From an optimization exercise on the open Yosys and OpenROAD flow, aimed at small area; shortcuts taken in it are not production practice. Function was checked by simulation only, so behaviour that the tests miss may differ from the original. Power and IR drop assume default switching activity.

== willow ==
==> flow/design.v <==
package keccak_pkg;
    localparam int LANE_W = 64;
    localparam int RATE_SHAKE128 = 1344;
    localparam int RATE_SHAKE256 = 1088;
    localparam int DEPTH_SHAKE128 = RATE_SHAKE128 / LANE_W;
    localparam int DEPTH_SHAKE256 = RATE_SHAKE256 / LANE_W;
    typedef logic [1:0] mode_t;
    localparam mode_t SHAKE128_MODE = 2'b00;
    localparam mode_t SHAKE256_MODE = 2'b01;
    typedef logic [4:0]               lane_count_t;
    typedef logic [31:0]              out_size_t;
    typedef logic [31:0]              msg_len_t;
    typedef logic [RATE_SHAKE128-1:0] rate_block_t;
    localparam logic [7:0] DOMAIN_PAD = 8'h1F;
    localparam logic [7:0] FINAL_PAD  = 8'h80;
    function automatic logic [LANE_W-1:0] byte_swap(input logic [LANE_W-1:0] word);
        logic [LANE_W-1:0] swapped;
        integer i;
        for (i = 0; i < LANE_W / 8; i = i + 1) begin
            swapped[8*i +: 8] = word[LANE_W-8-8*i +: 8];
        end
        byte_swap = swapped;
    endfunction
endpackage
`timescale 1ns/1ns
module keccak_load_top #(
    parameter int W = 64
) (
    input  logic                    clk,
    input  logic                    rst_n,
    input  logic                    start,
    input  logic                    data_valid,
    input  logic [W-1:0]            data_in,
    output logic                    need_data,
    output logic                    block_valid,
    output logic                    last_block,
    output keccak_pkg::rate_block_t block_out,
    output keccak_pkg::mode_t       operation_mode,
    output keccak_pkg::out_size_t   output_size,
    output logic                    busy,
    output logic                    done
);
    logic [1:0] state;
    logic [1:0] mode_reg;
    logic [27:0] size_reg;
    logic [25:0] words_hi;
    logic        rem_nz;
    logic [2:0]  rem_bytes;
    logic        pad_pending;
    logic [4:0]  fill_cnt;
    logic [21*W-1:0] lanes;
    logic header_load, load_enable, buffer_full, last_lane, last_input_block;
    logic hi_zero, msg_done, last_word, partial_word, fresh_domain, m256;
    assign busy        = state[0];
    assign block_valid = state[0] & state[1];
    assign done        = ~state[0] & state[1];
    assign header_load = start & ~state[0];
    assign m256        = ~mode_reg[1] & mode_reg[0];
    assign hi_zero   = (words_hi == '0);
    assign msg_done  = hi_zero & ~rem_nz;
    assign last_word = hi_zero ? rem_nz : ((words_hi == 26'd1) & ~rem_nz);
    assign need_data   = state[0] & ~state[1] & ~msg_done;
    assign load_enable = state[0] & ~state[1] & (msg_done | data_valid);
    assign last_lane   = fill_cnt[4] & (m256 | fill_cnt[2]);
    assign buffer_full = load_enable & last_lane;
    assign partial_word = last_word & (rem_bytes != 3'd0);
    assign fresh_domain = msg_done & pad_pending;
    assign last_input_block = last_lane & (~pad_pending | partial_word | fresh_domain);
    assign operation_mode = header_load ? data_in[62:61] : mode_reg;
    assign output_size    = {4'b0000, size_reg};
    logic [W-1:0] in16, in20;
    always_comb begin
        for (int j = 0; j < 8; j++) begin
            logic keep, dom;
            logic [7:0] pad;
            keep = ~msg_done & (~partial_word | (3'(j) < rem_bytes));
            dom  = (j == 0) ? fresh_domain : (partial_word & (rem_bytes == 3'(j)));
            pad  = (dom ? keccak_pkg::DOMAIN_PAD : 8'h00)
                 | (((j == 7) && last_input_block) ? keccak_pkg::FINAL_PAD : 8'h00);
            in16[8*j +: 8] = ({8{keep & m256}} & data_in[W-8-8*j +: 8])
                           | ({8{~m256}} & lanes[W*17 + 8*j +: 8])
                           | ({8{m256}} & pad);
            in20[8*j +: 8] = ({8{keep & ~m256}} & data_in[W-8-8*j +: 8])
                           | ({8{~m256}} & pad);
        end
    end
    always_ff @(posedge clk or negedge rst_n) begin
        if (!rst_n) begin
            state <= 2'b00;
        end else if (state[0]) begin
            if (state[1]) state <= last_block ? 2'b10 : 2'b01;
            else if (buffer_full) state <= 2'b11;
        end else begin
            state <= start ? 2'b01 : 2'b00;
        end
    end
    always_ff @(posedge clk or negedge rst_n) begin
        if (!rst_n) begin
            last_block <= 1'b0;
            mode_reg   <= 2'b00;
            size_reg   <= '0;
        end else if (header_load) begin
            last_block <= 1'b0;
            mode_reg   <= data_in[62:61];
            size_reg   <= data_in[59:32];
        end else if (buffer_full) begin
            last_block <= last_input_block;
        end
    end
    always_ff @(posedge clk) begin
        if (header_load) begin
            words_hi    <= data_in[31:6];
            rem_nz      <= (data_in[5:0] != 6'd0);
            rem_bytes   <= data_in[5:3];
            pad_pending <= 1'b1;
            fill_cnt    <= '0;
        end else if (load_enable) begin
            if (hi_zero) rem_nz <= 1'b0;
            else words_hi <= words_hi - 1'b1;
            if (partial_word | fresh_domain) pad_pending <= 1'b0;
            fill_cnt <= last_lane ? 5'd0 : fill_cnt + 1'b1;
        end
    end
    always_ff @(posedge clk) begin
        lanes[0 +: W] <= lanes[W +: W];
    end
    always_ff @(posedge clk) begin
        if (load_enable) begin
            for (int k = 1; k < 20; k++) begin
                lanes[W*k +: W] <= (k == 16) ? in16 : lanes[W*(k+1) +: W];
            end
            lanes[W*20 +: W] <= in20;
        end
    end
    assign block_out = lanes;
endmodule
clock: 6.0 ns
lec_check: 0
cap_margin: 20
core_area: 10 10 310 310
die_area: 0 0 320 320
place_density: 0.7
slew_margin: 20
standard.sh (not shown) runs the stock make flow with config.mk's settings and CLKGATE_MAP_FILE= SYNTH_SCRIPT=/design/flow/synth_recipe.tcl, a recipe that flattens the netlist after the stock synthesis.
==> flow/flow/run.sh <==
#!/bin/bash
# Standard ORFS layout (the standard.sh, standard synthesis unchanged) with three changes:
#  - the port buffers on every input and output use the smallest buffer, buf_1, instead of
#    the resizer's default pick (clkdlybuf4s50_1);
#  - pins may sit one routing track apart instead of two, so that all 1451 ports fit on the
#    edge of the smaller die set in config.mk;
#  - clock tree synthesis clusters up to 15 flip-flops within 50 um per clkbuf_8 leaf buffer
#    and inserts no dummy loads, instead of one clkbuf_16 per ~10 flip-flops plus dummy loads.
# The full make output goes to standard_flow.log; ORFS keeps each step's log under orfs/logs.
set -euo pipefail
export BUFFER_PORTS_ARGS="-buffer_cell sky130_fd_sc_hd__buf_1"
export PLACE_PINS_ARGS="-min_distance 1 -min_distance_in_tracks"
export CTS_ARGS="-sink_clustering_enable -repair_clock_nets -dont_use_dummy_load -sink_clustering_size 15 -sink_clustering_max_diameter 50 -buf_list sky130_fd_sc_hd__clkbuf_8"
bash standard.sh > standard_flow.log 2>&1
willow has completed all stages; timing, DRC and antenna checks passed.
The inputs of juniper differ from those of willow as listed below.
==> flow/flow/run.sh <==
#!/bin/bash
# Standard ORFS layout (the standard.sh, standard synthesis unchanged) with three changes:
#  - the port buffers on every input and output use the smallest buffer, buf_1, instead of
#    the resizer's default pick (clkdlybuf4s50_1);
#  - pins may sit one routing track apart instead of two, so that all 1451 ports fit on the
#    edge of the smaller die set in config.mk;
#  - clock tree synthesis clusters up to 18 flip-flops within 55 um per clkbuf_8 leaf buffer
#    and inserts no dummy loads, instead of one clkbuf_16 per ~10 flip-flops plus dummy loads.
# The full make output goes to standard_flow.log; ORFS keeps each step's log under orfs/logs.
set -euo pipefail
export BUFFER_PORTS_ARGS="-buffer_cell sky130_fd_sc_hd__buf_1"
export PLACE_PINS_ARGS="-min_distance 1 -min_distance_in_tracks"
export CTS_ARGS="-sink_clustering_enable -repair_clock_nets -dont_use_dummy_load -sink_clustering_size 18 -sink_clustering_max_diameter 55 -buf_list sky130_fd_sc_hd__clkbuf_8"
bash standard.sh > standard_flow.log 2>&1
Findings:
Diff willow..juniper | average wire per cell in the routed design | negligible. Route | juniper vs willow | wire shorter in juniper. The portion of the layout cell area used by clock cells of juniper is lower than that of willow. Re count of inverters not on the clock network in the layout: no difference whatsoever between juniper and willow. Switching power share of the total delta (willow -> juniper): insignificant.

-- re-timing with driven ports --
No port has a modelled driver above. Below, the same layouts with a new extraction and two added sets of constraints.
Step 1, drivers: a clkbuf_16 drives clk and a buf_2 each remaining input, both assumed.
Step 2 also shifts input and output timing later by t, the mid clock arrival at the registers, as if the neighbouring blocks saw the same clock.
a / b / c = no drivers / after step 1 / after step 2; a / b = the first two.
run	t, ns	setup WS [ns]	worst hold slack (ns)	worst setup path after step 2	cell pins on the clock port's net
willow	0.839	1.568 / 1.505 / 1.960	0.355 / 0.355 / 0.355	input to register	1
juniper	0.818	1.577 / 1.513 / 2.005	0.375 / 0.375 / 0.375	input to register	1
After both steps setup and hold are still met in every run listed.
